This design comes from an exercise in tuning for small area, a short achievable clock period and few clock cycles per item on the open sky130 flow, not from production work. Where RTL was checked, it was by simulation tests only, not by an equivalence proof against the original. No functional check of the RTL was part of run 5. The clock port is modelled as an ideal driver; clocking choices that lean on that would not hold on a real chip.

**design/flow/flow/run.sh**
```bash
#!/bin/bash
# The standard layout (standard.sh) with three changes:
#  - Yosys's technology mapping runs ABC with flow/abc_xor.script (keeps the
#    XOR-rich S-box and MixColumns logic as XOR/XNOR cells) instead of ORFS's
#    abc_speed.script; everything else, registers included, is the standard
#    synthesis (synth_recipe.tcl);
#  - port buffers are sky130_fd_sc_hd__buf_1 rather than the
#    clkdlybuf4s50_1 that buffer_ports picks by default;
#  - after CTS, flow/skew.tcl delays the clock of the b_q registers (useful
#    skew between the two pipeline stages; b_q has no input or output paths)
#    and repairs the out_ready -> in_ready path (see skew.tcl).
# Each tool's output is in orfs/logs/ as usual; make's output is in
# flow_make.log.
set -euo pipefail
HERE=$(pwd)
cat > my_synth.tcl <<TCL
proc abc {args} {
  set i [lsearch -exact \$args -script]
  if {\$i >= 0} { set args [lreplace \$args \$i [expr {\$i + 1}] -script $HERE/flow/abc_xor.script] }
  yosys abc {*}\$args
}
source $HERE/synth_recipe.tcl
TCL
bash standard.sh SYNTH_SCRIPT=$HERE/my_synth.tcl \
  "BUFFER_PORTS_ARGS=-buffer_cell sky130_fd_sc_hd__buf_1" \
  "POST_CTS_TCL=$HERE/flow/skew.tcl" \
  "SKEW_CELLS=sky130_fd_sc_hd__clkdlybuf4s15_1 sky130_fd_sc_hd__clkbuf_4" \
  FEEDTHROUGH_MAX_DELAY=3.2 \
  finish > flow_make.log 2>&1
```
**design/flow/flow/abc_xor.script**
```
strash
&get -n
&fraig -x
&put
scorr
dc2
dretime
strash
&get -n
&dch -f
&nf {D}
&put
buffer -c
topo
stime -c
upsize -c
dnsize -c
```
**design/flow/flow/skew.tcl**
```tcl
# Useful skew for the two-stage ring: after CTS, the clock of every b_q
# flip-flop (end of the long stage a_q -> b_q, start of the short stage
# b_q -> a_q) is taken from its leaf clock net through a chain of
# SKEW_CELLS, one chain per leaf net. No register on an input or output path
# is moved: b_q only feeds a_q.
set block [ord::get_db_block]
set db [ord::get_db]
set cells $::env(SKEW_CELLS)
set groups [dict create]
foreach inst [$block getInsts] {
  if {[string match {b_q\\\[*}  [$inst getName]]} {
    set it [$inst findITerm CLK]
    dict lappend groups [[$it getNet] getName] $it
  }
}
set k 0
dict for {netname its} $groups {
  set net [$block findNet $netname]
  set sx 0; set sy 0
  foreach it $its {
    set bb [[$it getInst] getBBox]
    incr sx [expr {([$bb xMin] + [$bb xMax]) / 2}]
    incr sy [expr {([$bb yMin] + [$bb yMax]) / 2}]
  }
  set cx [expr {$sx / [llength $its]}]
  set cy [expr {$sy / [llength $its]}]
  set drv $net
  set j 0
  foreach c $cells {
    set master [$db findMaster $c]
    set buf [odb::dbInst_create $block $master "skew_buf_${k}_$j"]
    set nn [odb::dbNet_create $block "skew_net_${k}_$j"]
    $nn setSigType CLOCK
    [$buf findITerm A] connect $drv
    [$buf findITerm X] connect $nn
    $buf setLocation $cx $cy
    $buf setPlacementStatus PLACED
    set drv $nn
    incr j
  }
  foreach it $its {
    $it disconnect
    $it connect $drv
  }
  incr k
}
puts "skew: [dict size $groups] b_q clock groups, chain $cells"
detailed_placement
estimate_parasitics -placement

if {[info exists ::env(FEEDTHROUGH_MAX_DELAY)]} {
  set_max_delay $::env(FEEDTHROUGH_MAX_DELAY) -from [get_ports out_ready] -to [get_ports in_ready]
  report_checks -to [get_ports in_ready] -format end
  repair_timing -setup -setup_margin 0 -skip_last_gasp -verbose
  report_checks -to [get_ports in_ready] -format end
  unset_path_exceptions -from [get_ports out_ready] -to [get_ports in_ready]
  detailed_placement
  estimate_parasitics -placement
}
check_placement -verbose
report_checks -path_delay max -group_path_count 5 -format end
report_checks -path_delay min -group_path_count 5 -format end
```
**design/flow/standard.sh**
```bash
#!/bin/bash
# synth_recipe.tcl (not shown) runs the flow's synth.tcl, then flattens the netlist and writes it again
# the make line also repeats each setting of config.mk as NAME=value (left out here)
make -C /OpenROAD-flow-scripts/flow DESIGN_CONFIG=/design/flow/config.mk WORK_HOME=/design/flow/orfs CLKGATE_MAP_FILE= SYNTH_SCRIPT=/design/flow/synth_recipe.tcl "${@:-finish}"
```
**design/flow/config.mk**
```make
export PLATFORM = sky130hd
export DESIGN_NAME = aes_round_engine
export DESIGN_NICKNAME = aes_round_engine
export VERILOG_FILES = /design/flow/design.v
export SDC_FILE = /design/flow/constraint.sdc
export NUM_CORES = 4
export LEC_CHECK = 0
export CAP_MARGIN = 20
export CORE_MARGIN = 2
export CORE_UTILIZATION = 50
export CTS_BUF_LIST = sky130_fd_sc_hd__clkbuf_4 sky130_fd_sc_hd__clkbuf_8
export GPL_ROUTABILITY_DRIVEN = 1
export PLACE_DENSITY = 0.62
export SLEW_MARGIN = 20
```
**design/flow/constraint.sdc**
```tcl
create_clock -name core_clock -period 7.5 [get_ports {clk}]
set_input_delay 1.5000 -clock core_clock [delete_from_list [all_inputs] [get_ports {clk}]]
set_output_delay 1.5000 -clock core_clock [all_outputs]
set_load 0.01 [all_outputs]
```
**design/flow/design.v**
```verilog
module aes_sbox (
  input  logic [7:0] a,
  output logic [7:0] w
);
  logic U0, U1, U2, U3, U4, U5, U6, U7;
  assign {U0, U1, U2, U3, U4, U5, U6, U7} = a;
  logic T1, T2, T3, T4, T5, T6, T7, T8, T9, T10, T11, T12, T13, T14;
  logic T15, T16, T17, T18, T19, T20, T21, T22, T23, T24, T25, T26, T27;
  assign T1  = U0 ^ U3;   assign T2  = U0 ^ U5;   assign T3  = U0 ^ U6;
  assign T4  = U3 ^ U5;   assign T5  = U4 ^ U6;   assign T6  = T1 ^ T5;
  assign T7  = U1 ^ U2;   assign T8  = U7 ^ T6;   assign T9  = U7 ^ T7;
  assign T10 = T6 ^ T7;   assign T11 = U1 ^ U5;   assign T12 = U2 ^ U5;
  assign T13 = T3 ^ T4;   assign T14 = T6 ^ T11;  assign T15 = T5 ^ T11;
  assign T16 = T5 ^ T12;  assign T17 = T9 ^ T16;  assign T18 = U3 ^ U7;
  assign T19 = T7 ^ T18;  assign T20 = T1 ^ T19;  assign T21 = U6 ^ U7;
  assign T22 = T7 ^ T21;  assign T23 = T2 ^ T22;  assign T24 = T2 ^ T10;
  assign T25 = T20 ^ T17; assign T26 = T3 ^ T16;  assign T27 = T1 ^ T12;
  logic M1, M2, M3, M4, M5, M6, M7, M8, M9, M10, M11, M12, M13, M14, M15;
  logic M16, M17, M18, M19, M20, M21, M22, M23, M24, M25, M26, M27, M28;
  logic M29, M30, M31, M32, M33, M34, M35, M36, M37, M38, M39, M40, M41;
  logic M42, M43, M44, M45, M46, M47, M48, M49, M50, M51, M52, M53, M54;
  logic M55, M56, M57, M58, M59, M60, M61, M62, M63;
  assign M1  = T13 & T6;  assign M2  = T23 & T8;  assign M3  = T14 ^ M1;
  assign M4  = T19 & U7;  assign M5  = M4 ^ M1;   assign M6  = T3 & T16;
  assign M7  = T22 & T9;  assign M8  = T26 ^ M6;  assign M9  = T20 & T17;
  assign M10 = M9 ^ M6;   assign M11 = T1 & T15;  assign M12 = T4 & T27;
  assign M13 = M12 ^ M11; assign M14 = T2 & T10;  assign M15 = M14 ^ M11;
  assign M16 = M3 ^ M2;   assign M17 = M5 ^ T24;  assign M18 = M8 ^ M7;
  assign M19 = M10 ^ M15; assign M20 = M16 ^ M13; assign M21 = M17 ^ M15;
  assign M22 = M18 ^ M13; assign M23 = M19 ^ T25; assign M24 = M22 ^ M23;
  assign M25 = M22 & M20; assign M26 = M21 ^ M25; assign M27 = M20 ^ M21;
  assign M28 = M23 ^ M25; assign M29 = M28 & M27; assign M30 = M26 & M24;
  assign M31 = M20 & M23; assign M32 = M27 & M31; assign M33 = M27 ^ M25;
  assign M34 = M21 & M22; assign M35 = M24 & M34; assign M36 = M24 ^ M25;
  assign M37 = M21 ^ M29; assign M38 = M32 ^ M33; assign M39 = M23 ^ M30;
  assign M40 = M35 ^ M36; assign M41 = M38 ^ M40; assign M42 = M37 ^ M39;
  assign M43 = M37 ^ M38; assign M44 = M39 ^ M40; assign M45 = M42 ^ M41;
  assign M46 = M44 & T6;  assign M47 = M40 & T8;  assign M48 = M39 & U7;
  assign M49 = M43 & T16; assign M50 = M38 & T9;  assign M51 = M37 & T17;
  assign M52 = M42 & T15; assign M53 = M45 & T27; assign M54 = M41 & T10;
  assign M55 = M44 & T13; assign M56 = M40 & T23; assign M57 = M39 & T19;
  assign M58 = M43 & T3;  assign M59 = M38 & T22; assign M60 = M37 & T20;
  assign M61 = M42 & T1;  assign M62 = M45 & T4;  assign M63 = M41 & T2;
  assign w[0] = M46 ^ M48 ^ M49 ^ M51;
  assign w[1] = M58 ^ M59 ^ M61 ^ M62;
  assign w[2] = M50 ^ M51 ^ M53 ^ M54;
  assign w[3] = M56 ^ M57 ^ M59 ^ M60;
  assign w[4] = M49 ^ M50 ^ M52 ^ M53;
  assign w[5] = M58 ^ M60 ^ M61 ^ M63;
  assign w[6] = M46 ^ M47 ^ M49 ^ M50;
  assign w[7] = M55 ^ M56 ^ M61 ^ M62;
endmodule
module aes_sbox_out (
  input  logic [7:0] w,
  output logic [7:0] s
);
  assign s = {w[4] ^ w[7],
              w[4] ^ w[6] ^ w[7],
              w[0] ^ w[2] ^ w[4] ^ w[5],
              w[6] ^ w[7],
              w[0] ^ w[6] ^ w[7],
              w[0] ^ w[1] ^ w[2] ^ w[3],
              w[1] ^ w[2],
              w[0] ^ w[1]} ^ 8'h63;
endmodule
module aes_col_round (
  input  logic [31:0] a_i,
  input  logic        mc_i,
  output logic [31:0] col_o
);
  function automatic logic [7:0] xtime(input logic [7:0] b);
    xtime = {b[6:0], 1'b0} ^ (b[7] ? 8'h1b : 8'h00);
  endfunction
  logic [7:0] a0, a1, a2, a3, p0, p1, p2, p3, t;
  assign {a0, a1, a2, a3} = a_i;
  assign p0 = a0 ^ a1;
  assign p1 = a1 ^ a2;
  assign p2 = a2 ^ a3;
  assign p3 = a3 ^ a0;
  assign t  = p0 ^ p2;
  assign col_o = {a0 ^ ({8{mc_i}} & (t ^ xtime(p0))),
                  a1 ^ ({8{mc_i}} & (t ^ xtime(p1))),
                  a2 ^ ({8{mc_i}} & (t ^ xtime(p2))),
                  a3 ^ ({8{mc_i}} & (t ^ xtime(p3)))};
endmodule
module aes_round_engine (
  input  logic         clk,
  input  logic         reset,
  input  logic         in_valid,
  output logic         in_ready,
  input  logic [127:0] in_data,
  output logic [3:0]   key_rnd,
  input  logic [127:0] key_in,
  output logic         out_valid,
  output logic [127:0] out_data,
  input  logic         out_ready,
  output logic         busy
);
  logic [127:0] a_q, b_q;
  logic         av_q, ad_q;   
  logic [3:0]   ar_q;         
  logic         bv_q;         
  logic [3:0]   br_q;         
  logic         blast_q;      
  logic [127:0] sb, so, sr, mc, nxt;
  logic         stall, accept;
  for (genvar i = 0; i < 16; i++) begin : g_sb
    aes_sbox u_sb (.a(a_q[127 - 8 * i -: 8]), .w(sb[127 - 8 * i -: 8]));
    aes_sbox_out u_so (.w(b_q[127 - 8 * i -: 8]), .s(so[127 - 8 * i -: 8]));
  end
  for (genvar c = 0; c < 4; c++) begin : g_col
    for (genvar r = 0; r < 4; r++) begin : g_row
      assign sr[127 - 32 * c - 8 * r -: 8] = so[127 - 32 * ((c + r) % 4) - 8 * r -: 8];
    end
    aes_col_round u_mc (
      .a_i   (sr[127 - 32 * c -: 32]),
      .mc_i  (!blast_q),
      .col_o (mc[127 - 32 * c -: 32])
    );
  end
  assign stall    = ad_q && !out_ready;
  assign in_ready = !bv_q && !stall;
  assign accept   = in_valid && in_ready;
  assign nxt = (stall ? 128'd0 : key_in) ^ (stall ? a_q : bv_q ? mc : in_data);
  always_ff @(posedge clk) begin
    a_q <= nxt;
  end
  always_ff @(posedge clk) begin
    if (!stall) b_q <= sb;
  end
  always_ff @(posedge clk or negedge reset) begin
    if (!reset) begin
      av_q    <= 1'b0;
      ad_q    <= 1'b0;
      ar_q    <= 4'd0;
      bv_q    <= 1'b0;
      br_q    <= 4'd0;
      blast_q <= 1'b0;
    end else if (!stall) begin
      bv_q    <= av_q && !ad_q;
      br_q    <= ar_q;
      blast_q <= (ar_q == 4'd10);
      av_q    <= bv_q || accept;
      ad_q    <= bv_q && blast_q;
      ar_q    <= bv_q ? br_q + 4'd1 : 4'd1;
    end
  end
  assign busy      = av_q || bv_q;
  assign out_valid = ad_q;
  assign out_data  = a_q;
  assign key_rnd   = bv_q ? br_q : 4'd0;
endmodule
```
==> results.ini, run 1 <==
[outcome]
outcome = complete, no violations

[cts]
clkSinkCount = 268
path_clk_slew_ns = 0.08
cts_tree = done
clock_latency_ns = 1.00

[die]
fp.dieH_um = 250
ioPinCount = 395
std_cell_rows = 90
start_util_pct = 50.3
die_w_um = 250
die-area_um2 = 62500
core-area_um2 = 60100

[sta]
holdWs_ns = 0.470
hold_violations = 0
grt_setup_unrepaired = no
fin_ws_ns = 3.54
finalSetupViolations = 0
setup_tns_ns = 0
worst_slew_pin_slew_ns = 1.13
fin_crit_ns = 3.96
relSlewSlack_pct = 24.8
fmax_mhz = 253
maxSlewViolCount = 0
fin_worst_skew_ns = 0.366
min_period_over_period_pct = 52.8

[critical_path]
crit_chain = xnor2_1, xor2_1, xnor2_1, xor2_1, o21ai_0, xnor2_1, a21oi_1, xnor2_1, a21oi_1
crit_path_end_kind = flop
ff2ff_setup_slack_ns = 3.54
arrival_ns = 4.45
startpoint_type = flop
critPathKind = reg -> reg
cp_num_buf_inv = 0
crit_required_ns = 8.00
critPathSlowestCell = xnor2_1
max_stage_delay_ns = 0.68
path_max_fanout = 8
cp_top_family = XOR/XNOR gates
critical_path.most_common_cell = xnor2_1

[routing]
dr_total_vias = 24875
dr.pass1.iters = 6
wl_per_cell_um = 17.1
drt-vias-per-instance = 5.09
drtAntennaViolNets = 0
route.detailed.drc = 0
drt_wl_total_um = 83500
drt-initial-drc-count = 1610

[yosys]
synth_top_area_share_pct = 33.6
synth.distinct_cells = 58
synthTopCellsByArea = xnor2_1, xor2_1, edfxtp_1
async_flop_share_pct = 4.48
syn_nets = 3956
syn_inst = 3663
yosysWarnings = 2
ys.flop_type = edfxtp_1
synth_edf_count = 128
ys_ff_latch = 268
yosys.area.top_type = xnor2_1
syn_area_um2 = 30300
seq_area_frac_synth_pct = 22.2
avgSynthCellArea_um2 = 8.26

[placed_design]
numPortBuffers = 394
hpwlAfterDp_um = 64900
gp_congestion = 0.932
post-place-cells = 4717
post-place-ws_ns = 3.30

[finish]
fin_nets = 4358
fin_cells = 4891
final_cell_mix = xnor2_1, nor2_1, xor2_1
layout_commonest_cell = xnor2_1
areaGrowthSynthToFinish_pct = 13.1
drive_above_1_share_pct = 4.43

[run]
maxCapViolCount = 0

[global_route]
grt_max_degree = 156
grt_antenna_before_repair = 2
grt.total_usage_pct = 26.0
grt_pass1_vias = 24018
grt_pass1_wl_um = 130000
gr-total-overflow = 0

[min_path]
worst_hold_path_type = reg -> reg

[sequential cells by signal, summed over array words and instances, names as in the netlist]
signal / count
br_q: 4
bv_q: 1
ad_q: 1
blast_q: 1
b_q: 128
ar_q: 4
a_q: 128
av_q: 1
[area by class of cell, clock buffers not listed]
| type | count | area [µm²] |
|---|---|---|
| fillers | 5713 | 25900 |
| multi-input cells | 3240 | 23000 |
| flip-flops and latches | 268 | 6710 |
| repair buffers | 407 | 1640 |
| well taps | 782 | 978 |
| plain buffers | 70 | 613 |
| clock inverters | 17 | 181 |
| inverters | 25 | 101 |
| diodes | 1 | 2.50 |
[through the flow]
step / utilization, % / cell area [µm²]
final: 56.9 / 34200
after global routing: 56.9 / 34200
after detailed placement: 53.7 / 32300
after global placement: 53.7 / 32300
after floorplan: - / 30300
[cells in the mapped netlist, types with 9 or more instances]
cell type / instances
nor2_1: 475
buf_2: 20
clkbuf_1: 99
xnor2_2: 9
a21o_1: 9
o22ai_1: 17
a22oi_1: 11
nand2_1: 330
dfrtp_1: 12
nor2b_1: 33
o21ai_0: 160
edfxtp_1: 128
xnor3_1: 31
nand2b_1: 18
xor2_1: 455
inv_1: 24
dfxtp_1: 128
ha_1: 33
xor3_1: 11
or4_1: 9
xnor2_1: 1161
nand3_1: 26
and2_1: 30
a21oi_1: 334
[metal layers]
layer  up-vias  part of all wire, %  global-route usage, %  routed length, µm
met1     11464                   45                   34.3              38000
met5         -                    0                      0                  0
met4         0                  2.8                   8.31               2300
met3       130                  4.7                   4.23               3970
met2       579                   47                   43.4              39300
li1      12702                    -                      -                  -
[kinds of logic after synthesis]
family	after synthesis	synth area share (%)
xor gates and xnor gates	1676	51.0
buffers and inverters	155	2.05
muxes	1	0.0372
and+or+nand+nor	968	13.4
AOI/OAI and AO/OA	562	9.94
DFF	268	22.2
adders and majority gates	33	1.36
[path summary, 6_finish.rpt]
check                      startpoint  endpoint  depth (start not counted)
max                           b_q[55]   a_q[67]                          9
min                           ar_q[3]   br_q[3]                          2
max reg2reg                   b_q[55]   a_q[67]                          9
min reg2reg                   ar_q[3]   br_q[3]                          2
max in group asynchronous       reset      bv_q                          1
min in group asynchronous       reset   br_q[2]                          1
[tightest hold or removal path: cells and delay by family (launching register included)]
| kind | cells | cell delay, ns |
|---|---|---|
| AND/OR/NAND/NOR | 2 | 0.12 |
| flip-flops | 1 | 0.33 |
Testbench counts, summed over its fixed seeds: cycles 5,664, items 512.
==> inputs of run 2 (changes only) <==
--- a/design/flow/flow/run.sh
+++ b/design/flow/flow/run.sh
@@ -25,5 +25,5 @@
   "BUFFER_PORTS_ARGS=-buffer_cell sky130_fd_sc_hd__buf_1" \
   "POST_CTS_TCL=$HERE/flow/skew.tcl" \
   "SKEW_CELLS=sky130_fd_sc_hd__clkdlybuf4s15_1 sky130_fd_sc_hd__clkbuf_4" \
-  FEEDTHROUGH_MAX_DELAY=3.2 \
+  FEEDTHROUGH_MAX_DELAY=3.2 SKEW_REPAIR_MARGIN=3.9 \
   finish > flow_make.log 2>&1
--- a/design/flow/flow/skew.tcl
+++ b/design/flow/flow/skew.tcl
@@ -57,6 +57,12 @@
   detailed_placement
   estimate_parasitics -placement
 }
+# Optional timing repair with the skew in place (placement parasitics).
+if {[info exists ::env(SKEW_REPAIR_MARGIN)]} {
+  repair_timing -setup -setup_margin $::env(SKEW_REPAIR_MARGIN) -skip_last_gasp -verbose
+  detailed_placement
+  estimate_parasitics -placement
+}
 check_placement -verbose
 report_checks -path_delay max -group_path_count 5 -format end
 report_checks -path_delay min -group_path_count 5 -format end
==> run 2 against run 1 <==
  * Setup slack better by 0.27 ns
  * Sequential cell count stayed put
  * First-iteration DRC count increased by 1.9%
  * Utilization grew 0.35 points
  * Synthesized area stayed put
  * Worst hold slack worse by 0.00073 ns
  * Critical path type unchanged
==> results.ini, run 2 <==
[yosys]
syn_inst = 3663  ; unchanged
avgSynthCellArea_um2 = 8.26  ; unchanged
syn_nets = 3956  ; unchanged
synth.most_common_cell = xnor2_1
yosys-top-cells-count = xnor2_1, nor2_1, xor2_1, a21oi_1, nand2_1
synthTopCellsByArea = xnor2_1, xor2_1, edfxtp_1
seq_area_frac_synth_pct = 22.2  ; unchanged
yosysWarnings = 2  ; unchanged
ys.flop_type = edfxtp_1
async_flop_share_pct = 4.48  ; unchanged
synth_top_area_share_pct = 33.6  ; unchanged
yosys.area.top_type = xnor2_1
synth_edf_count = 128  ; unchanged
syn_area_um2 = 30300  ; unchanged
ys_ff_latch = 268  ; unchanged
synth.distinct_cells = 58  ; unchanged

[global_route]
grt.total_usage_pct = 26.1  ; +0.085 points
grt_max_degree = 156  ; unchanged
grt_pass1_vias = 24102  ; +0.35%
gr-total-overflow = 0  ; unchanged
grt_pass1_wl_um = 130000  ; +0.30%
grt_antenna_before_repair = 2  ; unchanged

[sta]
fin_worst_skew_ns = 0.366  ; +0.000331 ns
finalSetupViolations = 0  ; unchanged
fmax_mhz = 271  ; +7.3%
setup_tns_ns = 0  ; unchanged
grt_setup_unrepaired = no
min_period_over_period_pct = 49.2  ; -3.6 points
maxSlewViolCount = 0  ; unchanged
hold_violations = 0  ; unchanged
relSlewSlack_pct = 23.5  ; -1.2 points
fin_crit_ns = 3.69  ; -0.271 ns
worst_slew_pin_slew_ns = 1.15  ; +0.0185 ns
holdWs_ns = 0.469  ; -0.000727 ns

[critical_path]
r2r_start = a_q[10]
r2r_end = b_q[10]
ff2ff_setup_slack_ns = 3.81  ; +0.27 ns
arrival_ns = 4.37  ; -0.08 ns
critPathKind = reg -> reg
crit_required_ns = 8.18  ; +0.18 ns
r2r_cells = 13  ; +4
path_max_fanout = 7  ; -1
crit_path_end_kind = flop
startpoint_type = flop

[min_path]
min_to = br_q[3]
hold-path-cell-count = 2  ; unchanged
worst_hold_path_type = reg -> reg
min_from = ar_q[3]

[routing]
dr_total_vias = 24916  ; +0.16%
drt-vias-per-instance = 5.09  ; +0.16%
wl_per_cell_um = 17.1  ; +0.24%
drtAntennaViolNets = 0  ; unchanged
dr.pass1.iters = 5  ; -1
drt-initial-drc-count = 1641  ; +1.9%
route.detailed.drc = 0  ; unchanged
drt_wl_total_um = 83700  ; +0.24%

[die]
core-area_um2 = 60100  ; unchanged
die-area_um2 = 62500  ; unchanged
die_w_um = 250  ; unchanged
ioPinCount = 395  ; unchanged
fp.dieH_um = 250  ; unchanged
std_cell_rows = 90  ; unchanged
start_util_pct = 50.3  ; unchanged

[cts]
path_clk_slew_ns = 0.06  ; -0.02 ns
clkSinkCount = 268  ; unchanged
clock_latency_ns = 1.00  ; about the same
cts_tree = done

[finish]
fin_nets = 4358  ; unchanged
fin_cells = 4891  ; unchanged
areaGrowthSynthToFinish_pct = 13.7
reg_top3 = a_q: 128 flops, b_q: 128 flops
final_cell_mix = xnor2_1, nor2_1, xor2_1
layout_commonest_cell = xnor2_1
drive_above_1_share_pct = 5.09  ; +0.66 points

[placed_design]
post-place-cells = 4717  ; unchanged
hpwlAfterDp_um = 64900  ; unchanged
gp_congestion = 0.932  ; unchanged
numPortBuffers = 394  ; unchanged

[run]
maxCapViolCount = 0  ; unchanged

[outcome]
outcome = complete, no violations

==> run 2: cell counts after synthesis <==
No cell type changed its count.
==> run 2: area by class of cell, clock buffers not listed <==
| type | count | area (µm²) |
|---|---|---|
| Sequential cell | 268 | 6710 |
| Clock inverter | 17 | 181 |
| Buffer | 70 | 613 |
| Fill cell | 5703 | 25700 |
| Multi-Input combinational cell | 3240 | 23200 |
| Tap cell | 782 | 978 |
| Timing Repair Buffer | 407 | 1640 |
| Inverter | 25 | 101 |
| Antenna cell | 1 | 2.50 |
==> run 2: stage by stage <==
| step | instance area (µm²) | setup WS (ns) | util, % |
|---|---|---|---|
| after global routing | 34400 | 3.48 | 57.2 |
| final | 34400 | 3.81 | 57.2 |
| after floorplan | 30300 | 1.20 | - |
| after detailed placement | 32300 | 3.30 | 53.7 |
| after global placement | 32300 | 3.50 | 53.7 |
==> run 2: worst max-delay path by stage <==
stage | start | to | slack (ns) | depth (start not counted)
after floorplan | out_ready | b_q[0] | 1.20 | 5
after global placement | a_q[71] | b_q[65] | 3.50 | 13
after detailed placement | a_q[71] | b_q[71] | 3.30 | 13
after global routing | a_q[95] | b_q[89] | 3.48 | 14
final | a_q[10] | b_q[10] | 3.81 | 13
==> run 2: kinds of logic after synthesis <==
family / share of synthesized area (%)
AND/OR/NAND/NOR: 13.4
buffers and inverters: 2.05
adder cells (fa/ha/maj): 1.36
AO/OA/AOI/OAI: 9.94
multiplexers: 0.0372
XOR/XNOR: 51.0
flip-flops: 22.2
==> run 2: per-layer routing <==
metal	routed length [µm]	vias to the layer above	track usage [%]	share of wire [%]
met5	0	-	0	0
met4	2330	0	8.47	2.8
met3	3850	124	3.95	4.6
met2	39500	572	43.5	47
met1	38100	11529	34.6	45
li1	-	12691	-	-
==> run 2: worst max-delay path, cell delays in order, from the launching register on <==
cell and delay [ns]:
dfxtp_1 0.63, xor2_1 0.23, xnor2_1 0.40, xnor2_1 0.20
ha_1 0.27, xor2_1 0.16, xnor2_1 0.14, xnor2_1 0.46
a21oi_1 0.16, xor2_1 0.25, nor2b_1 0.37, xnor2_1 0.18
xnor2_1 0.17, xnor2_1 0.09
==> inputs of run 3 (changes only) <==
--- a/design/flow/config.mk
+++ b/design/flow/config.mk
@@ -7,8 +7,8 @@
 export LEC_CHECK = 0
 export CAP_MARGIN = 20
 export CORE_MARGIN = 2
-export CORE_UTILIZATION = 50
+export CORE_UTILIZATION = 30
 export CTS_BUF_LIST = sky130_fd_sc_hd__clkbuf_4 sky130_fd_sc_hd__clkbuf_8
 export GPL_ROUTABILITY_DRIVEN = 1
-export PLACE_DENSITY = 0.62
+export PLACE_DENSITY = 0.42
 export SLEW_MARGIN = 20
==> run 3 against run 2 <==
  * Largest cell class unchanged
  * Die area rose by 65%
  * Clock skew fell by 0.0038 ns
  * Utilization fell by 22 points
  * Synthesized area did not move
  * Register-to-register slack improved by 0.03 ns
  * Sequential cell count did not move
  * Worst hold slack improved by 0.029 ns
  * Routed wire length rose by 16%
==> results.ini, run 3 <==
[routing]
drt_wl_total_um = 96800  ; +16%
drtAntennaViolNets = 0  ; unchanged
wl_per_cell_um = 17.9  ; +4.3%
drt-vias-per-instance = 4.51  ; -11%
dr.pass1.iters = 5  ; unchanged
route.detailed.drc = 0  ; unchanged
drt-initial-drc-count = 1146  ; -30%
dr_total_vias = 24470  ; -1.8%

[sta]
fin_crit_ns = 3.65  ; -0.0343 ns
fmax_mhz = 274  ; +0.94%
setup_tns_ns = 0  ; unchanged
fin_worst_skew_ns = 0.363  ; -0.00378 ns
worst_slew_pin_slew_ns = 1.07  ; -0.0766 ns
finalSetupViolations = 0  ; unchanged
grt_setup_unrepaired = no
hold_violations = 0  ; unchanged
relSlewSlack_pct = 28.6  ; +5.1 points
maxSlewViolCount = 0  ; unchanged
min_period_over_period_pct = 48.7  ; -0.46 points

[critical_path]
arrival_ns = 4.23  ; -0.14 ns
startpoint = b_q[15]
critPathKind = reg -> reg
path_max_fanout = 6  ; -1
r2r_end = a_q[79]
crit_path_end_kind = flop
startpoint_type = flop
ff2ff_setup_slack_ns = 3.85  ; +0.03 ns
critical_path.most_common_cell = xnor2_1
max_stage_delay_ns = 0.60  ; -0.03 ns
critPathSlowestCell = xor2_1
crit_chain = xor2_1, xor2_1, xnor2_1, xnor2_1, nor2_1, xnor2_1, a21oi_1, xnor2_1, a21oi_1
r2r_cells = 9  ; -4
r2r_start = b_q[15]
crit_required_ns = 8.07  ; -0.11 ns

[yosys]
ys_ff_latch = 268  ; unchanged
synthMuxAreaShare_pct = 0.0372  ; unchanged
syn_inst = 3663  ; unchanged
synth_top_area_share_pct = 33.6  ; unchanged
synth.distinct_cells = 58  ; unchanged
synthTopCellsByArea = xnor2_1, xor2_1, edfxtp_1
synth_top_family_by_area = XOR/XNOR gates
seq_area_frac_synth_pct = 22.2  ; unchanged
ys.flop_type = edfxtp_1
yosys-top-cells-count = xnor2_1, nor2_1, xor2_1, a21oi_1, nand2_1
async_flop_share_pct = 4.48  ; unchanged
synth-compound-area-share_pct = 9.94  ; unchanged
synth_edf_count = 128  ; unchanged
synthSimpleGateAreaFrac_pct = 13.4  ; unchanged
yosys.area.top_type = xnor2_1
synth_fa_ha_area_share_pct = 1.36  ; unchanged
syn_area_um2 = 30300  ; unchanged
syn_nets = 3956  ; unchanged
yosysWarnings = 2  ; unchanged
synth.most_common_cell = xnor2_1
synth-xor-area-share_pct = 51.0  ; unchanged
avgSynthCellArea_um2 = 8.26  ; unchanged

[finish]
layout_commonest_cell = xnor2_1
fin_area_um2 = 35400  ; +2.9%
reg_top3 = a_q: 128 flops, b_q: 128 flops
fin_nets = 4364  ; +0.14%
final_cell_mix = xnor2_1, nor2_1, xor2_1
areaGrowthSynthToFinish_pct = 17.0
drive_above_1_share_pct = 6.33  ; +1.2 points

[min_path]
min_to = br_q[1]
min_from = ar_q[1]
worst_hold_path_type = reg -> reg
hold-path-cell-count = 2  ; unchanged

[cts]
clkSinkCount = 268  ; unchanged
path_clk_slew_ns = 0.07  ; about the same
clock_latency_ns = 1.05  ; +0.05 ns
cts_tree = done

[die]
start_util_pct = 30.3  ; -20 points
ioPinCount = 395  ; unchanged
die_w_um = 322  ; +29%
std_cell_rows = 116  ; +29%
core-area_um2 = 100000  ; +66%
fp.dieH_um = 322  ; +29%
die-area_um2 = 103000  ; +65%

[placed_design]
gp_congestion = 0.840  ; -9.8%
placed_cell_area_um2 = 32900  ; +2.0%
numPortBuffers = 394  ; unchanged
hpwlAfterDp_um = 75400  ; +16%

[global_route]
grt.total_usage_pct = 18.4  ; -7.7 points
grt_pass1_wl_um = 146000  ; +12%
grt_antenna_before_repair = 2  ; unchanged
grt_max_degree = 209  ; +34%
grt_pass1_vias = 24688  ; +2.4%
gr-total-overflow = 0  ; unchanged

[outcome]
outcome = complete, no violations

[run]
maxCapViolCount = 0  ; unchanged

==> run 3: worst max-delay path by stage <==
stage,to,slack [ns],cells past startpoint
finish,a_q[79],3.85,9
global route,b_q[100],3.51,14
detailed placement,b_q[42],3.32,13
global placement,b_q[41],3.31,13
floorplan,b_q[0],1.20,5
==> run 3: area by class of cell, clock buffers not listed <==
cell class	count	area, µm²
fillers	10625	64600
flip-flops and latches	268	6720
repair buffers	407	1660
inverters	25	101
diodes	1	2.50
clock inverters	20	163
well taps	1298	1620
multi-input cells	3240	23400
plain buffers	70	613
==> run 3: critical path: cells and delay by family, from the launching register on <==
kind	cells	cell delay, ns
simple gates	1	0.07
flops	1	0.50
xor+xnor	6	2.38
compound gates	2	0.24
==> run 3: cells by family (layout without fill, tap and decap cells) <==
logic type / after synthesis / count (layout)
buffers and inverters: 155 / 614
xor gates and xnor gates: 1676 / 1676
adders and majority gates: 33 / 33
AOI/OAI and AO/OA: 562 / 562
muxes: 1 / 1
other: 0 / 1
and+or+nand+nor: 968 / 968
DFF: 268 / 268
==> run 3: stage by stage <==
| step | instances | hold WS [ns] | setup slack [ns] | util, % |
|---|---|---|---|---|
| final | 5421 | 0.498 | 3.85 | 35.4 |
| after global routing | 5421 | 0.511 | 3.51 | 35.4 |
| after detailed placement | 5232 | 0.489 | 3.32 | 32.9 |
| after global placement | 5232 | 0.483 | 3.31 | 32.9 |
| after floorplan | 3663 | 0.450 | 1.20 | - |
==> run 3: layer usage <==
metal / GRT usage [%] / routed length [µm]
met1: 23.6 / 44300
met2: 31.4 / 46500
met5: 0 / 0
met4: 5.43 / 2490
met3: 3.02 / 3550
==> inputs of run 4 (changes only) <==
--- a/design/flow/flow/run.sh
+++ b/design/flow/flow/run.sh
@@ -25,5 +25,5 @@
   "BUFFER_PORTS_ARGS=-buffer_cell sky130_fd_sc_hd__buf_1" \
   "POST_CTS_TCL=$HERE/flow/skew.tcl" \
   "SKEW_CELLS=sky130_fd_sc_hd__clkdlybuf4s15_1 sky130_fd_sc_hd__clkbuf_4" \
-  FEEDTHROUGH_MAX_DELAY=3.2 SKEW_REPAIR_MARGIN=3.9 \
+  FEEDTHROUGH_MAX_DELAY=3.2 SKEW_REPAIR_MARGIN=4.1 \
   finish > flow_make.log 2>&1
--- a/design/flow/config.mk
+++ b/design/flow/config.mk
@@ -7,8 +7,8 @@
 export LEC_CHECK = 0
 export CAP_MARGIN = 20
 export CORE_MARGIN = 2
-export CORE_UTILIZATION = 30
+export CORE_UTILIZATION = 50
 export CTS_BUF_LIST = sky130_fd_sc_hd__clkbuf_4 sky130_fd_sc_hd__clkbuf_8
 export GPL_ROUTABILITY_DRIVEN = 1
-export PLACE_DENSITY = 0.42
+export PLACE_DENSITY = 0.62
 export SLEW_MARGIN = 20
==> run 4 against run 3 <==
  * Still clean on timing, DRC and antenna
  * Critical path depth increased by 1
  * Clock skew increased by 0.029 ns
  * First-iteration DRC count increased by 47%
  * Global-route usage increased by 8.0 points
  * Register-to-register slack improved by 0.07 ns
  * Critical path type unchanged
  * Critical endpoint is now a_q[42]
  * Highest routed layer is now met5
==> results.ini, run 4 <==
[yosys]
synth-compound-area-share_pct = 9.94  ; unchanged
yosysWarnings = 2  ; unchanged
synth.most_common_cell = xnor2_1
avgSynthCellArea_um2 = 8.26  ; unchanged
synth_top_family_by_area = XOR/XNOR gates
synthMuxAreaShare_pct = 0.0372  ; unchanged
synth.distinct_cells = 58  ; unchanged
yosys.area.top_type = xnor2_1
synthSimpleGateAreaFrac_pct = 13.4  ; unchanged
synth_top_area_share_pct = 33.6  ; unchanged
synth_fa_ha_area_share_pct = 1.36  ; unchanged
async_flop_share_pct = 4.48  ; unchanged
syn_inst = 3663  ; unchanged
syn_nets = 3956  ; unchanged
yosys-top-cells-count = xnor2_1, nor2_1, xor2_1, a21oi_1, nand2_1
syn_area_um2 = 30300  ; unchanged
ys_ff_latch = 268  ; unchanged
seq_area_frac_synth_pct = 22.2  ; unchanged
synth_edf_count = 128  ; unchanged
synth-xor-area-share_pct = 51.0  ; unchanged
ys.flop_type = edfxtp_1
synthTopCellsByArea = xnor2_1, xor2_1, edfxtp_1

[critical_path]
arrival_ns = 4.12  ; -0.11 ns
crit_chain = xor2_2, xnor2_1, xnor2_1, xor2_1, xor2_1, nor2_1, xor2_1, a21oi_1, xnor2_1, o21ai_0
max_stage_delay_ns = 0.53  ; -0.07 ns
startpoint_type = flop
critPathSlowestCell = edfxtp_1
crit_required_ns = 8.03  ; -0.04 ns
cp_top_family = XOR/XNOR gates
crit_path_end_kind = flop
path_max_fanout = 6  ; unchanged
cp_num_buf_inv = 0  ; unchanged
critPathKind = reg -> reg

[sta]
grt_setup_unrepaired = no
worst_slew_pin_slew_ns = 1.13  ; +0.0567 ns
min_period_over_period_pct = 47.8  ; -0.89 points
finalSetupViolations = 0  ; unchanged
setup_tns_ns = 0  ; unchanged
fin_crit_ns = 3.59  ; -0.0667 ns
relSlewSlack_pct = 24.8  ; -3.8 points
fin_worst_skew_ns = 0.392  ; +0.0293 ns
hold_violations = 0  ; unchanged
fmax_mhz = 279  ; +1.9%
maxSlewViolCount = 0  ; unchanged
holdWs_ns = 0.471  ; -0.0274 ns

[finish]
final_cell_mix = xnor2_1, nor2_1, xor2_1
reg_top3 = a_q: 128 flops, b_q: 128 flops
post-route-util_pct = 58.5  ; +23 points
areaGrowthSynthToFinish_pct = 16.3
fill_cells = 5598  ; -47%
drive_above_1_share_pct = 8.19  ; +1.9 points
fin_nets = 4363  ; -0.023%
layout_commonest_cell = xnor2_1

[cts]
clkSinkCount = 268  ; unchanged
cts_tree = done
clock_latency_ns = 1.03  ; -0.02 ns
path_clk_slew_ns = 0.09  ; +0.02 ns

[routing]
drt_wl_total_um = 84400  ; -13%
wl_per_cell_um = 17.2  ; -3.5%
drtAntennaViolNets = 0  ; unchanged
route.detailed.drc = 0  ; unchanged
dr_total_vias = 24977  ; +2.1%
dr.pass1.iters = 5  ; unchanged
drt-initial-drc-count = 1687  ; +47%
drt-vias-per-instance = 5.10  ; +13%

[placed_design]
gp_congestion = 0.932  ; +11%
numPortBuffers = 394  ; unchanged
hpwlAfterDp_um = 64900  ; -14%

[global_route]
gr-total-overflow = 0  ; unchanged
grt_pass1_vias = 24330  ; -1.5%
grt_pass1_wl_um = 131000  ; -10%
grt_max_degree = 156  ; -25%
grt.total_usage_pct = 26.3  ; +8.0 points
grt_antenna_before_repair = 3  ; +1

[die]
std_cell_rows = 90  ; -22%
die-area_um2 = 62500  ; -40%
fp.dieH_um = 250  ; -22%
die_w_um = 250  ; -22%
start_util_pct = 50.3  ; +20 points
ioPinCount = 395  ; unchanged
core-area_um2 = 60100  ; -40%

[outcome]
outcome = complete, no violations

[run]
maxCapViolCount = 0  ; unchanged

[min_path]
worst_hold_path_type = reg -> reg

## run 4: cell types whose count changed in the layout (fill, tap and decap cells not counted), sizes merged
cell	delta
clkbuf	-11
bufinv	+2
inv	-3
clkinv	-2
buf	+5
## run 4: layout make-up, clock buffers not listed
cell class	instances	area, µm²	share of cell area (%)
clock inverter	17	181	0.515
timing repair buffer	412	1680	4.76
sequential	268	6740	19.1
inverter	25	101	0.288
antenna	1	2.50	0.00711
buffer	70	613	1.74
multi-input combinational	3240	23900	67.8
tap	782	978	2.78
## run 4: worst paths after layout
kind | depth (start not counted) | from | to | slack (ns)
max | 10 | b_q[106] | a_q[42] | 3.91
min | 2 | ar_q[3] | br_q[3] | 0.47
max reg2reg | 10 | b_q[106] | a_q[42] | 3.91
min reg2reg | 2 | ar_q[3] | br_q[3] | 0.47
max in group asynchronous | 1 | reset | bv_q | 6.21
min in group asynchronous | 1 | reset | br_q[2] | 0.82
## run 4: kinds of logic (layout without fill, tap and decap cells)
family / after synthesis / count (layout)
AO/OA/AOI/OAI: 562 / 562
XOR/XNOR: 1676 / 1676
adder cells (fa/ha/maj): 33 / 33
buffers and inverters: 155 / 605
flip-flops: 268 / 268
multiplexers: 1 / 1
other: 0 / 1
AND/OR/NAND/NOR: 968 / 968
## run 4: metal layers
layer	track usage [%]	share of wire [%]	vias to the layer above
met2	43.7	47	621
met1	34.7	45	11546
met5	0	0.015	-
met3	4.14	4.9	141
li1	-	-	12667
met4	9.55	3.3	2
## run 4: worst min-delay path: stages, from the launching register on
cell and delay, ns:
dfrtp_1 0.33, nand2_1 0.07, nand2_1 0.05
## run 4: through the flow
step	cell area, µm²	instances	setup WS, ns
6_report	35200	4896	3.91
5_1_grt	35200	4896	3.70
3_5_place_dp	32300	4717	3.30
3_3_place_gp	32300	4717	3.50
2_1_floorplan	30300	3663	1.20
==> inputs of run 5 (changes only) <==
--- a/design/flow/design.v
+++ b/design/flow/design.v
@@ -121,9 +121,9 @@
   assign stall    = ad_q && !out_ready;
   assign in_ready = !bv_q && !stall;
   assign accept   = in_valid && in_ready;
-  assign nxt = (stall ? 128'd0 : key_in) ^ (stall ? a_q : bv_q ? mc : in_data);
+  assign nxt = (bv_q ? mc : in_data) ^ key_in;
   always_ff @(posedge clk) begin
-    a_q <= nxt;
+    if (!stall) a_q <= nxt;
   end
   always_ff @(posedge clk) begin
     if (!stall) b_q <= sb;
--- a/design/flow/flow/run.sh
+++ b/design/flow/flow/run.sh
@@ -25,5 +25,5 @@
   "BUFFER_PORTS_ARGS=-buffer_cell sky130_fd_sc_hd__buf_1" \
   "POST_CTS_TCL=$HERE/flow/skew.tcl" \
   "SKEW_CELLS=sky130_fd_sc_hd__clkdlybuf4s15_1 sky130_fd_sc_hd__clkbuf_4" \
-  FEEDTHROUGH_MAX_DELAY=3.2 SKEW_REPAIR_MARGIN=4.1 \
+  FEEDTHROUGH_MAX_DELAY=3.2 SKEW_REPAIR_MARGIN=3.9 \
   finish > flow_make.log 2>&1
==> run 5 against run 4 <==
  * Final cell count shrank 4.4%
  * Sequential cell count is the same
  * Routed wire length grew 0.36%
  * Utilization shrank 0.13 points
  * Maximum frequency shrank 4.1%
  * Worst hold slack gained 0.015 ns
  * Critical path type unchanged
  * Largest cell class unchanged
==> results.ini, run 5 <==
[cts]
clock_latency_ns = 0.99  ; -0.04 ns
cts_tree = done
clkSinkCount = 268  ; unchanged
path_clk_slew_ns = 0.08  ; about the same

[yosys]
yosys-top-cells-count = xnor2_1, xor2_1, nor2_1, a21oi_1, edfxtp_1
syn_area_um2 = 30400  ; +0.38%
synth_top_area_share_pct = 29.3  ; -4.3 points
syn_inst = 3381  ; -7.7%
async_flop_share_pct = 4.48  ; unchanged
synth.most_common_cell = xnor2_1
avgSynthCellArea_um2 = 8.99  ; +8.8%
synth_edf_count = 256  ; +100%
seq_area_frac_synth_pct = 26.3  ; +4.1 points
ys_ff_latch = 268  ; unchanged
synthTopCellsByArea = xnor2_1, edfxtp_1, xor2_1
yosysWarnings = 2  ; unchanged
ys.flop_type = edfxtp_1
synth.distinct_cells = 73  ; +26%
syn_nets = 3674  ; -7.1%
yosys.area.top_type = xnor2_1

[routing]
drtAntennaViolNets = 0  ; unchanged
wl_met2_um = 38400  ; -3.2%
drt-vias-per-instance = 5.21  ; +2.1%
met3WireLength_um = 6260  ; +52%
route.detailed.drc = 0  ; unchanged
drt_wl_total_um = 84700  ; +0.36%
wl_per_cell_um = 18.1  ; +4.9%
drt-initial-drc-count = 1913  ; +13%
highest_layer = met4
dr_total_vias = 24393  ; -2.3%
dr.pass1.iters = 5  ; unchanged
wl_met1_um = 37900  ; +0.22%

[global_route]
grt_max_degree = 150  ; -3.8%
grt_pass1_wl_um = 130000  ; -0.70%
grt_antenna_before_repair = 6  ; +3
gr-total-overflow = 0  ; unchanged
grt.total_usage_pct = 26.4  ; +0.084 points
grt_pass1_vias = 23843  ; -2.0%

[finish]
areaGrowthSynthToFinish_pct = 15.8
layout_commonest_cell = xnor2_1
drive_above_1_share_pct = 6.85  ; -1.3 points
fin_cells = 4683  ; -4.4%
reg_top3 = a_q: 128 flops, b_q: 128 flops
final_cell_mix = xnor2_1, xor2_1, nor2_1
fin_nets = 4146  ; -5.0%

[min_path]
hold-path-cell-count = 2  ; unchanged
min_from = ar_q[3]
min_to = ar_q[3]
worst_hold_path_type = reg -> reg

[sta]
fmax_mhz = 267  ; -4.1%
finalSetupViolations = 0  ; unchanged
setup_tns_ns = 0  ; unchanged
relSlewSlack_pct = 35.7  ; +11 points
fin_worst_skew_ns = 0.369  ; -0.0227 ns
maxSlewViolCount = 0  ; unchanged
min_period_over_period_pct = 49.9  ; +2.0 points
grt_setup_unrepaired = no
fin_crit_ns = 3.74  ; +0.152 ns
worst_slew_pin_slew_ns = 0.964  ; -0.163 ns
hold_violations = 0  ; unchanged

[die]
core-area_um2 = 60200  ; +0.19%
start_util_pct = 50.4  ; +0.099 points
ioPinCount = 395  ; unchanged
die_w_um = 250  ; +0.19%
std_cell_rows = 90  ; unchanged
fp.dieH_um = 250  ; +0.19%
die-area_um2 = 62700  ; +0.38%

[critical_path]
critPathKind = reg -> reg
r2r_end = b_q[116]
ff2ff_setup_slack_ns = 3.76  ; -0.15 ns
r2r_start = a_q[119]
max_stage_delay_ns = 0.59  ; +0.06 ns
critPathSlowestCell = xnor2_1
startpoint_type = flop
path_max_fanout = 5  ; -1
crit_required_ns = 8.19  ; +0.16 ns
cp_num_buf_inv = 0  ; unchanged
critical_path.most_common_cell = xnor2_1
cp_top_family = XOR/XNOR gates
crit_path_end_kind = flop
r2r_cells = 12  ; +2
arrival_ns = 4.43  ; +0.31 ns
crit_chain = xnor2_1, xnor2_1, o21ai_0, a22oi_1, o21ai_0, a31oi_1, mux2i_2, mux2_2, xnor2_1, nand2_1, xnor2_1, xnor2_1

[placed_design]
hpwlAfterDp_um = 66400  ; +2.3%
numPortBuffers = 394  ; unchanged
post-place-cells = 4494  ; -4.7%
gp_congestion = 0.946  ; +1.5%

[run]
maxCapViolCount = 0  ; unchanged

[outcome]
outcome = complete, no violations

run 5: cells by family after synthesis:
| family | after synthesis | synth area share, % |
|---|---|---|
| muxes | 10 | 0.354 |
| xor gates and xnor gates | 1654 | 49.7 |
| adders and majority gates | 33 | 1.36 |
| DFF | 268 | 26.3 |
| and+or+nand+nor | 833 | 12.0 |
| buffers and inverters | 90 | 1.12 |
| AOI/OAI and AO/OA | 493 | 9.11 |
run 5: how the worst max path moves through the flow:
stage              start       end  cells past startpoint
2_1_floorplan  out_ready    a_q[0]                      2
3_3_place_gp    a_q[113]  b_q[114]                     13
3_5_place_dp    a_q[113]  b_q[114]                     13
5_1_grt         a_q[119]  b_q[114]                     12
6_report        a_q[119]  b_q[116]                     12
run 5: layout make-up, clock buffers not listed:
class                           instances  area (µm²)
Antenna cell                            5        12.5
Clock inverter                         31         198
Inverter                               21        91.3
Tap cell                              782         978
Multi-Input combinational cell       3023       22800
Buffer                                 70         613
Fill cell                            5453       25100
Timing Repair Buffer                  415        1650
Sequential cell                       268        8000
run 5: tightest hold or removal path: stages, from the launching register on:
cell and delay, ns:
dfrtp_1 0.35, nand2_1 0.05, o21ai_0 0.06
run 5: through the flow:
step           hold WS (ns)  cell area [µm²]  setup WS, ns  util, %
2_1_floorplan         0.450            30400          2.12        -
3_3_place_gp          0.472            32700          3.24     54.2
3_5_place_dp          0.479            32700          3.23     54.2
5_1_grt               0.531            35200          3.49     58.4
6_report              0.486            35200          3.76     58.4
run 5: metal layers:
layer	vias up	GRT usage [%]
met5	-	0
met4	0	7.99
met3	117	6.28
met2	752	42.1
met1	11369	35.6
li1	12155	-
==> inputs of run 6 (changes only) <==
--- a/design/flow/design.v
+++ b/design/flow/design.v
@@ -121,9 +121,9 @@
   assign stall    = ad_q && !out_ready;
   assign in_ready = !bv_q && !stall;
   assign accept   = in_valid && in_ready;
-  assign nxt = (bv_q ? mc : in_data) ^ key_in;
+  assign nxt = (stall ? 128'd0 : key_in) ^ (stall ? a_q : bv_q ? mc : in_data);
   always_ff @(posedge clk) begin
-    if (!stall) a_q <= nxt;
+    a_q <= nxt;
   end
   always_ff @(posedge clk) begin
     if (!stall) b_q <= sb;
--- a/design/flow/flow/run.sh
+++ b/design/flow/flow/run.sh
@@ -24,6 +24,6 @@
 bash standard.sh SYNTH_SCRIPT=$HERE/my_synth.tcl \
   "BUFFER_PORTS_ARGS=-buffer_cell sky130_fd_sc_hd__buf_1" \
   "POST_CTS_TCL=$HERE/flow/skew.tcl" \
-  "SKEW_CELLS=sky130_fd_sc_hd__clkdlybuf4s15_1 sky130_fd_sc_hd__clkbuf_4" \
-  FEEDTHROUGH_MAX_DELAY=3.2 SKEW_REPAIR_MARGIN=3.9 \
+  "SKEW_CELLS=sky130_fd_sc_hd__clkdlybuf4s15_1 sky130_fd_sc_hd__clkbuf_8" \
+  FEEDTHROUGH_MAX_DELAY=3.0 SKEW_REPAIR_MARGIN=4.3 \
   finish > flow_make.log 2>&1
--- a/design/flow/config.mk
+++ b/design/flow/config.mk
@@ -9,6 +9,8 @@
 export CORE_MARGIN = 2
 export CORE_UTILIZATION = 50
 export CTS_BUF_LIST = sky130_fd_sc_hd__clkbuf_4 sky130_fd_sc_hd__clkbuf_8
+export CTS_CLUSTER_DIAMETER = 100
+export CTS_CLUSTER_SIZE = 18
 export GPL_ROUTABILITY_DRIVEN = 1
 export PLACE_DENSITY = 0.62
 export SLEW_MARGIN = 20
==> run 6 against run 5 <==
  * Maximum frequency up 7.5%
  * Clock skew up 0.040 ns
  * Final cell count grew 3.8%
  * Sequential cell count is the same
  * Final area up 4.2%
  * Still clean
  * Setup slack improved by 0.26 ns
  * First-iteration DRC count decreased by 20%
  * Routed wire length is 1.3% higher
  * Synthesized area down 0.38%
  * Synthesized cell count rose by 8.3%
==> results.ini, run 6 <==
[placed_design]
hpwlAfterDp_um = 64900  ; -2.3%
gp_congestion = 0.932  ; -1.5%
post-place-cells = 4717  ; +5.0%
numPortBuffers = 394  ; unchanged

[cts]
clock_latency_ns = 0.98  ; about the same
path_clk_slew_ns = 0.08  ; about the same
clkSinkCount = 268  ; unchanged
cts_tree = done

[routing]
wl_per_cell_um = 17.7  ; -2.4%
drt_wl_total_um = 85800  ; +1.3%
route.detailed.drc = 0  ; unchanged
dr.pass1.iters = 5  ; unchanged
drt-vias-per-instance = 5.16  ; -0.96%
drtAntennaViolNets = 0  ; unchanged
drt-initial-drc-count = 1522  ; -20%
dr_total_vias = 25066  ; +2.8%

[yosys]
async_flop_share_pct = 4.48  ; unchanged
yosys-top-cells-count = xnor2_1, nor2_1, xor2_1, a21oi_1, nand2_1
syn_inst = 3663  ; +8.3%
seq_area_frac_synth_pct = 22.2  ; -4.1 points
ys.flop_type = edfxtp_1
syn_nets = 3956  ; +7.7%
syn_area_um2 = 30300  ; -0.38%
synth.most_common_cell = xnor2_1
synth_edf_count = 128  ; -50%
synthTopCellsByArea = xnor2_1, xor2_1, edfxtp_1
yosys.area.top_type = xnor2_1
yosysWarnings = 2  ; unchanged
ys_ff_latch = 268  ; unchanged
avgSynthCellArea_um2 = 8.26  ; -8.1%
synth.distinct_cells = 58  ; -21%
synth_top_area_share_pct = 33.6  ; +4.3 points

[finish]
areaGrowthSynthToFinish_pct = 21.2
final_cell_mix = xnor2_1, nor2_1, buf_1
fin_cells = 4859  ; +3.8%
drive_above_1_share_pct = 14.9  ; +8.0 points
fin_nets = 4355  ; +5.0%
reg_top3 = a_q: 128 flops, b_q: 128 flops
layout_commonest_cell = xnor2_1

[run]
maxCapViolCount = 0  ; unchanged

[critical_path]
path_max_fanout = 2  ; -3
critical_path.most_common_cell = buf_6
ff2ff_setup_slack_ns = 4.18  ; +0.42 ns
crit_required_ns = 6.00  ; -2.19 ns
max_stage_delay_ns = 0.13  ; -0.46 ns
arrival_ns = 1.98  ; -2.45 ns
r2r_start = a_q[41]
r2r_end = b_q[41]
crit_chain = buf_6, nor2b_4, buf_12, nor2_4, buf_6
crit_path_end_kind = primary output
critPathKind = in -> out
startpoint_type = primary input
r2r_cells = 14  ; +2
critPathSlowestCell = nor2b_4

[min_path]
min_from = a_q[72]
min_to = b_q[72]
hold-path-cell-count = 3  ; +1
worst_hold_path_type = reg -> reg

[die]
fp.dieH_um = 250  ; -0.19%
die-area_um2 = 62500  ; -0.37%
ioPinCount = 395  ; unchanged
core-area_um2 = 60100  ; -0.19%
std_cell_rows = 90  ; unchanged
die_w_um = 250  ; -0.19%
start_util_pct = 50.3  ; -0.099 points

[global_route]
grt_antenna_before_repair = 3  ; -3
grt.total_usage_pct = 27.0  ; +0.60 points
grt_pass1_wl_um = 135000  ; +3.4%
gr-total-overflow = 0  ; unchanged
grt_max_degree = 156  ; +4.0%
grt_pass1_vias = 24594  ; +3.1%

[sta]
hold_violations = 0  ; unchanged
min_period_over_period_pct = 46.4  ; -3.5 points
fin_worst_skew_ns = 0.410  ; +0.0403 ns
grt_setup_unrepaired = no
setup_tns_ns = 0  ; unchanged
worst_slew_pin_slew_ns = 1.14  ; +0.171 ns
fmax_mhz = 288  ; +7.5%
relSlewSlack_pct = 24.3  ; -11 points
maxSlewViolCount = 0  ; unchanged
finalSetupViolations = 0  ; unchanged
fin_crit_ns = 3.48  ; -0.262 ns

[outcome]
outcome = complete, no violations

## run 6: metrics by stage
stage | worst slack, ns | hold WS, ns | cell area (µm²) | utilization [%]
final | 4.02 | 0.394 | 36700 | 61.0
after global placement | 3.50 | 0.475 | 32300 | 53.7
after global routing | 3.92 | 0.436 | 36700 | 61.0
after floorplan | 1.20 | 0.450 | 30300 | -
after detailed placement | 3.30 | 0.477 | 32300 | 53.7
## run 6: worst max path at each step
stage,start,end
global route,b_q[103],a_q[70]
finish,out_ready,in_ready
floorplan,out_ready,b_q[0]
global placement,a_q[71],b_q[65]
detailed placement,a_q[71],b_q[71]
## run 6: cell type report, clock buffers not listed
class                      count  area (µm²)
multi-input combinational   3240       25700
sequential                   268        6860
buffer                        34         404
inverter                      25         101
clock inverter                 8         104
antenna                        1        2.50
fill                        5403       23500
timing repair buffer         472        2160
tap                          782         978
## run 6: cells by family (layout without fill, tap and decap cells)
group	after synthesis	after routing	share of synthesized area, %
AOI/OAI and AO/OA	562	562	9.94
adders and majority gates	33	33	1.36
xor gates and xnor gates	1676	1676	51.0
DFF	268	268	22.2
buffers and inverters	155	568	2.05
and+or+nand+nor	968	968	13.4
other	0	1	0
muxes	1	1	0.0372
## run 6: worst max-delay path, delay by kind of cell
family	cells	cell delay, ns
buffers and inverters	3	0.32
and+or+nand+nor	2	0.16
## run 6: layer usage
layer	GRT usage (%)	vias to the layer above	share of wire, %
met3	3.10	123	4.8
met5	0	-	0.015
met2	45.9	592	48
met4	9.15	2	3.3
li1	-	12590	-
met1	35.7	11759	44
Testbench counts of run 6, summed over its fixed seeds: cycles 5,664, items 512.
==> inputs of run 7 (changes only) <==
--- a/design/flow/flow/run.sh
+++ b/design/flow/flow/run.sh
@@ -25,5 +25,5 @@
   "BUFFER_PORTS_ARGS=-buffer_cell sky130_fd_sc_hd__buf_1" \
   "POST_CTS_TCL=$HERE/flow/skew.tcl" \
   "SKEW_CELLS=sky130_fd_sc_hd__clkdlybuf4s15_1 sky130_fd_sc_hd__clkbuf_8" \
-  FEEDTHROUGH_MAX_DELAY=3.0 SKEW_REPAIR_MARGIN=4.3 \
+  FEEDTHROUGH_MAX_DELAY=3.2 SKEW_REPAIR_MARGIN=4.1 \
   finish > flow_make.log 2>&1
--- a/design/flow/config.mk
+++ b/design/flow/config.mk
@@ -12,5 +12,6 @@
 export CTS_CLUSTER_DIAMETER = 100
 export CTS_CLUSTER_SIZE = 18
 export GPL_ROUTABILITY_DRIVEN = 1
+export GPL_TIMING_DRIVEN = 1
 export PLACE_DENSITY = 0.62
 export SLEW_MARGIN = 20
==> run 7 against run 6 <==
  * Still clean on timing, DRC and antenna
  * Register-to-register slack got worse by 0.17 ns
  * Clock skew fell by 0.0051 ns
  * Routed wire length fell by 3.0%
  * Critical path type unchanged
  * Critical endpoint unchanged
  * Highest routed layer unchanged
==> results.ini, run 7 <==
[outcome]
outcome = complete, no violations

[die]
die_w_um = 250  ; unchanged
start_util_pct = 50.3  ; unchanged
die-area_um2 = 62500  ; unchanged
ioPinCount = 395  ; unchanged
core-area_um2 = 60100  ; unchanged
fp.dieH_um = 250  ; unchanged
std_cell_rows = 90  ; unchanged

[global_route]
grt_pass1_wl_um = 130000  ; -3.8%
grt_pass1_vias = 23659  ; -3.8%
grt_antenna_before_repair = 3  ; unchanged
grt.total_usage_pct = 25.9  ; -1.1 points
grt_max_degree = 156  ; unchanged
gr-total-overflow = 0  ; unchanged

[yosys]
synth_edf_count = 128  ; unchanged
syn_inst = 3663  ; unchanged
yosysWarnings = 2  ; unchanged
synth.most_common_cell = xnor2_1
async_flop_share_pct = 4.48  ; unchanged
yosys.area.top_type = xnor2_1
seq_area_frac_synth_pct = 22.2  ; unchanged
synth_top_area_share_pct = 33.6  ; unchanged
synth.distinct_cells = 58  ; unchanged
syn_nets = 3956  ; unchanged
avgSynthCellArea_um2 = 8.26  ; unchanged
ys_ff_latch = 268  ; unchanged
yosys-top-cells-count = xnor2_1, nor2_1, xor2_1, a21oi_1, nand2_1
syn_area_um2 = 30300  ; unchanged
synthTopCellsByArea = xnor2_1, xor2_1, edfxtp_1
ys.flop_type = edfxtp_1

[critical_path]
critPathSlowestCell = nor2b_4
crit_required_ns = 6.00  ; about the same
max_stage_delay_ns = 0.14  ; about the same
cp_top_family = buffers and inverters
cp_num_buf_inv = 3  ; unchanged
arrival_ns = 2.00  ; +0.02 ns
startpoint_type = primary input
crit_path_end_kind = primary output
crit_chain = buf_6, nor2b_4, buf_12, nor2_4, buf_6
critPathKind = in -> out
ff2ff_setup_slack_ns = 4.01  ; -0.17 ns
path_max_fanout = 2  ; unchanged
critical_path.most_common_cell = buf_6

[finish]
final_cell_mix = xnor2_1, nor2_1, xor2_1
drive_above_1_share_pct = 6.64  ; -8.2 points
areaGrowthSynthToFinish_pct = 13.4
layout_commonest_cell = xnor2_1
fin_cells = 4803  ; -1.2%
reg_top3 = a_q: 128 flops, b_q: 128 flops
fin_nets = 4299  ; -1.3%

[sta]
setup_tns_ns = 0  ; unchanged
holdWs_ns = 0.453  ; +0.0590 ns
maxSlewViolCount = 0  ; unchanged
fin_worst_skew_ns = 0.405  ; -0.00511 ns
grt_setup_unrepaired = no
min_period_over_period_pct = 46.7  ; +0.30 points
fmax_mhz = 286  ; -0.65%
hold_violations = 0  ; unchanged
fin_crit_ns = 3.50  ; +0.0226 ns
worst_slew_pin_slew_ns = 1.13  ; -0.00959 ns
relSlewSlack_pct = 24.9  ; +0.64 points
finalSetupViolations = 0  ; unchanged

[cts]
clkSinkCount = 268  ; unchanged
cts_tree = done
clock_latency_ns = 0.97  ; about the same
path_clk_slew_ns = 0.08  ; about the same

[run]
maxCapViolCount = 0  ; unchanged

[routing]
dr_total_vias = 24566  ; -2.0%
dr.pass1.iters = 5  ; unchanged
wl_per_cell_um = 17.3  ; -1.9%
drt-initial-drc-count = 1650  ; +8.4%
drt-vias-per-instance = 5.11  ; -0.85%
drtAntennaViolNets = 0  ; unchanged
drt_wl_total_um = 83200  ; -3.0%
route.detailed.drc = 0  ; unchanged

[placed_design]
numPortBuffers = 394  ; unchanged
hpwlAfterDp_um = 64900  ; unchanged
gp_congestion = 0.932  ; unchanged
post-place-cells = 4717  ; unchanged

[min_path]
worst_hold_path_type = reg -> reg

## run 7: cell counts after synthesis
No cell type changed its count.
## run 7: worst paths after layout
path / from / to / depth (start not counted)
hold reg to reg: a_q[72] / b_q[72] / 3
hold / removal: a_q[72] / b_q[72] / 3
min in group asynchronous: reset / br_q[2] / 1
max in group asynchronous: reset / blast_q / 1
setup reg to reg: b_q[79] / a_q[19] / 9
setup / recovery: out_ready / in_ready / 5
## run 7: metal layers
metal	part of all wire, %	up-vias	track usage (%)
met2	48	546	43.9
met1	45	11403	35.0
li1	-	12513	-
met4	2.6	2	7.46
met3	4.3	102	2.46
met5	0.016	-	0
## run 7: tightest hold or removal path: stages, from the launching register on
cell and delay (ns):
dfxtp_1 0.41, nand2_1 0.11, xor2_1 0.07, xnor2_1 0.15
## run 7: per-stage QoR
stage / setup slack, ns / utilization (%) / cell area [µm²]
floorplan: 1.20 / - / 30300
global placement: 3.50 / 53.7 / 32300
detailed placement: 3.30 / 53.7 / 32300
global route: 3.76 / 57.1 / 34300
finish: 4.00 / 57.1 / 34300
## run 7: area by class of cell, clock buffers not listed
type,instances,area [µm²]
inverters,25,101
well taps,782,978
plain buffers,34,404
multi-input cells,3240,23900
repair buffers,416,1710
clock inverters,8,104
fillers,5689,25800
flip-flops and latches,268,6750
diodes,1,2.50
## run 7: kinds of logic (layout without fill, tap and decap cells)
family / Yosys count / in the layout / share of synthesized area, %
other: 0 / 1 / 0
xor gates and xnor gates: 1676 / 1676 / 51.0
muxes: 1 / 1 / 0.0372
and+or+nand+nor: 968 / 968 / 13.4
buffers and inverters: 155 / 512 / 2.05
DFF: 268 / 268 / 22.2
AOI/OAI and AO/OA: 562 / 562 / 9.94
adders and majority gates: 33 / 33 / 1.36

==> afterwards: timing with drivers on the ports <==
The results above use ideal ports. As a check the final layouts listed here were re-extracted and re-timed, cells and wires unchanged. Step 1 sets driving cells, clkbuf_16 on the clock port and buf_2 on the other inputs (assumed; they add their load-dependent delay and slew). Step 2, shift: input delay + t, output delay - t, t = (earliest + latest rising clock arrival at the registers) / 2. This alone moves slack from input paths to output paths. Three values: no drivers, after step 1, after step 2; two values: the first two.
run | t, ns | setup WS [ns] | clock arrival spread, ns | worst data-port slew with drivers (ns) | cell pins on the clock port's net
run 1 | 0.873 | 3.541 / 3.541 / 3.541 | 0.366 / 0.366 | 0.08 | 1
run 2 | 0.873 | 3.812 / 3.812 / 3.594 | 0.367 / 0.366 | 0.08 | 1
run 3 | 0.935 | 3.846 / 3.846 / 3.507 | 0.370 / 0.371 | 0.09 | 1
run 4 | 0.888 | 3.913 / 3.913 / 3.571 | 0.392 / 0.392 | 0.08 | 1
run 5 | 0.858 | 3.760 / 3.760 / 3.722 | 0.370 / 0.370 | 0.09 | 1
run 6 | 0.835 | 4.022 / 3.990 / 3.512 | 0.409 / 0.410 | 0.07 | 1
run 7 | 0.830 | 4.000 / 3.967 / 3.568 | 0.406 / 0.406 | 0.08 | 1
Clock arrivals are far apart in every run listed, so t is only a midpoint there and step 2 fits no single register. For run 6, which loses most, drivers alone change the setup slack by -0.032 ns; drivers and shift together by -0.510 ns.
